What follows belongs to an exercise in optimizing a design on an open flow for small area and a short achievable clock period; a production flow would make more cautious choices. In this exercise RTL edits were held to simulation tests only and were not proved equivalent to the original. Power figures rest on the tool's default switching activity, not on a simulated workload.

the previous run:
// reg_check_monitor
module reg_check_monitor
#(
  parameter int DATA_W = reg_check_monitor_pkg::DEF_DATA_W,
  parameter int NUM_REGS = reg_check_monitor_pkg::DEF_NUM_REGS,
  parameter int NUM_CHECKS = reg_check_monitor_pkg::DEF_NUM_CHECKS,
  parameter int CYC_W = reg_check_monitor_pkg::DEF_CYC_W,
  localparam int AW = $clog2(NUM_REGS),
  localparam int IW = $clog2(NUM_CHECKS)
) (
  input  logic clk,
  input  logic rst_n,
  input  logic wr_en,
  input  logic [AW-1:0] wr_addr,
  input  logic [DATA_W-1:0] wr_data,
  input  logic cfg_valid,
  output logic cfg_ready,
  input  logic [IW-1:0] cfg_idx,
  input  logic [AW-1:0] cfg_reg,
  input  logic [DATA_W-1:0] cfg_exp,
  input  logic cfg_en,
  input  logic start,
  input  logic [CYC_W-1:0] target_cycle,
  output logic busy,
  output logic done,
  output logic pass,
  output logic [IW:0] fail_count,
  output logic [IW-1:0] first_fail_idx,
  output logic [CYC_W-1:0] cycle_cnt
);
  localparam logic [IW-1:0] LAST = IW'(NUM_CHECKS - 1);
  logic idle_q, busy_q, chk_q, done_q;
  logic [CYC_W-1:0] cnt_q, tgt_q;
  logic [IW-1:0] idx_q, first_q;
  logic [IW:0] fails_q;
  logic pass_q;
  logic [NUM_REGS-1:0][DATA_W-1:0] shadow_q;
  logic [NUM_REGS-1:0] wrote_q, wsel;
  ...
make LEC_CHECK=0 ABC_CLOCK_PERIOD_IN_PS=2800 CAP_MARGIN=20 CORE_MARGIN=2 CORE_UTILIZATION=65 CTS_CLUSTER_DIAMETER=80 CTS_CLUSTER_SIZE=24 SETUP_SLACK_MARGIN=4.3 SLEW_MARGIN=20 finish   # period 7.0 ns
run.sh (not shown) runs the stock make flow with config.mk's settings and CLKGATE_MAP_FILE= SYNTH_SCRIPT=/design/flow/synth_recipe.tcl, a recipe that flattens the netlist after the stock synthesis.
The previous run closes out successfully: all stages finished, all timing, DRC and antenna checks passed.
### the previous run -> the current run
# the previous run
export LEC_CHECK = 0
export ABC_CLOCK_PERIOD_IN_PS = 2800
export CAP_MARGIN = 20
export CORE_MARGIN = 2
export CORE_UTILIZATION = 65
export CTS_CLUSTER_DIAMETER = 80
export CTS_CLUSTER_SIZE = 24
export SETUP_SLACK_MARGIN = 4.3
export SLEW_MARGIN = 20
create_clock -name core_clock -period 7.0 [get_ports {clk}]
# the current run
export LEC_CHECK = 0
export ABC_CLOCK_PERIOD_IN_PS = 2800
export CAP_MARGIN = 20
export CORE_MARGIN = 2
export CORE_UTILIZATION = 65
export CTS_CLUSTER_DIAMETER = 80
export CTS_CLUSTER_SIZE = 24
export SETUP_SLACK_MARGIN = 4.5
export SLEW_MARGIN = 20
create_clock -name core_clock -period 7.0 [get_ports {clk}]
Slew of the pin with the lowest slew margin: the current run vs the previous run down 0.14 ns
Status: period utilization parity (the current run, the previous run)
Global-route usage ended up 0.81 points higher on the current run than on the previous run.
[diff] first-iteration DRC count, the current run relative to the previous run: improvement

* * *

== JK ==
Another version of the RTL of reg_check_monitor (not shown whole).
For scale: roughly 160 I/O pins, ~56,000 um^2 of cells after synthesis.
Settings: LEC_CHECK=0, ABC_CLOCK_PERIOD_IN_PS=2800, CAP_MARGIN=10, CORE_MARGIN=2, CORE_UTILIZATION=65, CTS_CLUSTER_DIAMETER=80, CTS_CLUSTER_SIZE=24, SETUP_SLACK_MARGIN=4.4, SLEW_MARGIN=10; clock period 7.0 ns.
For MS, these inputs were changed with respect to JK:
- changing SLEW_MARGIN from 10 to 20
- changing CAP_MARGIN from 10 to 20
- setting TNS_END_PERCENT to 20 for the first time
- changing SETUP_SLACK_MARGIN from 4.4 to 4.5
### Flow results
- Diff JK -> MS: met3 routing resource usage after global routing climbed 1.5 points; largest net degree at the start of global routing dropped about 14%.
- The clock-pin slew of the registers on the worst-case setup and hold paths was comparable across JK and MS.
- Changes observed in MS relative to JK: I/O pin count barely changed, required time at the worst-slack endpoint barely changed.
- MS against JK: minimum setup slack in the final design increased by 0.0049 ns relative to the old numbers; sum of internal, switching and leakage power closely matched the old numbers.
- Of the two values seen for capturing instance or port of the critical path, cycle_cnt[19] was produced by MS and cycle_cnt[5] by JK.
diff inputs: MS => AL
- TNS_END_PERCENT removed (was 20)
Findings:
MS reached the end of the flow, and the finished layout is clean on the timing, DRC and antenna checks. AL reached the end of the flow, and the finished layout is clean on the timing, DRC and antenna checks. For the clock share of power, AL came in 0.4 points lower than MS did. Total wire length after detailed routing in AL vs MS: down 2.2 mm. When the final numbers for AL and MS were put side by side, the maximum frequency turned out to be smaller in AL. Area growth from synthesis to final layout | AL below MS. Of the two candidates, MS has the better setup slack and AL the worse one. Delta (AL minus MS): post-route cell area closely matched the old numbers; number of DRC markers in iteration 0 increased by 330 relative to the old numbers.
## Diff of input files: TR against AL
- putting TNS_END_PERCENT at 20 where nothing was set
==> flow/flow/run.sh (new file) <==
#!/bin/bash
# The standard layout (the standard.sh: standard synthesis, ORFS flow to finish) with one
# change: the buffers that buffer_ports puts on every input and output port are buf_2 cells
# instead of the default clkdlybuf4s50_1, which are larger; timing repair still resizes them.
set -euo pipefail
bash standard.sh "BUFFER_PORTS_ARGS=-buffer_cell sky130_fd_sc_hd__buf_2" finish > orfs_make.log 2>&1
test -f out/final.def
==> flow/standard.sh (new file) <==
#!/bin/bash
# synth_recipe.tcl (not shown) runs the flow's synth.tcl, then flattens the netlist and writes it again
# the make line also repeats each setting of config.mk as NAME=value (left out here)
make -C /OpenROAD-flow-scripts/flow DESIGN_CONFIG=/design/flow/config.mk WORK_HOME=/design/flow/orfs CLKGATE_MAP_FILE= SYNTH_SCRIPT=/design/flow/synth_recipe.tcl "${@:-finish}"
removed: flow/run.sh
--- outcome ---
- Max standard cell area after detailed placement across AL and TR: AL
- Mean routed wirelength per cell of TR exceeds that of AL slightly.
- Against AL, TR reports a sequential share of layout area that is higher.
For PW, these inputs were changed with respect to TR:
- a deleted TNS_END_PERCENT that had been 20
Notes after the runs:
- The flow did not stop early for PW: all stages ran, and the layout cleared the timing, DRC and antenna checks.
- Relative to TR, switching fraction of total power has decreased by 0.21 points in PW.
- PW ends up with a clock network power consumption that is about 1% higher than in TR.
- Between PW and TR, the difference in final area is negligible.
- Relative to TR, global placer's final weighted congestion has increased by 0.0077 in PW.
- PW vs TR, portion of total power attributed to the clock network went up by 0.3 points.
- Status: total power parity (TR, PW)
- The worst hold slack of TR and that of PW are within noise of each other.
- Any difference in clock insertion delay at the later pin of the skew report between TR and PW is small enough to ignore.

[re-timing with driven ports]
The flow's constraints put no driver on any port. The routed layouts listed below were extracted and timed again, unchanged, in two steps. Step 1 (the two cells are an assumption about what drives the block):
set clk [get_ports {clk}]
set_driving_cell -lib_cell sky130_fd_sc_hd__clkbuf_16 $clk
set_driving_cell -lib_cell sky130_fd_sc_hd__buf_2 [delete_from_list [all_inputs] $clk]
Step 2 times the ports against the registers' clock, not the clock port: input delays grow and output delays shrink by t, the midpoint of the rising clock arrivals with the driver on. Three values: ideal ports, drivers, drivers and shift; two values: the first two.
| run | shift t [ns] | setup slack, ns | worst hold slack (ns) | cell pins on the clock port's net |
|---|---|---|---|---|
| the previous run | 0.735 | 4.281 / 4.212 / 3.558 | 0.456 / 0.456 / 0.456 | 1 |
| the current run | 0.724 | 4.290 / 4.218 / 3.652 | 0.457 / 0.457 / 0.457 | 1 |
| JK | 0.728 | 4.349 / 4.280 / 3.611 | 0.457 / 0.457 / 0.457 | 1 |
| MS | 0.746 | 4.354 / 4.281 / 3.754 | 0.455 / 0.455 / 0.455 | 1 |
| AL | 0.730 | 4.331 / 4.263 / 3.728 | 0.452 / 0.452 / 0.452 | 1 |
| TR | 0.730 | 4.272 / 4.201 / 3.705 | 0.454 / 0.454 / 0.454 | 1 |
| PW | 0.728 | 4.330 / 4.263 / 3.687 | 0.455 / 0.455 / 0.455 | 1 |
After both steps every run listed still meets setup and hold. The setup slack of JK, which loses most, moves by -0.069 ns with the drivers and by -0.738 ns with both steps.
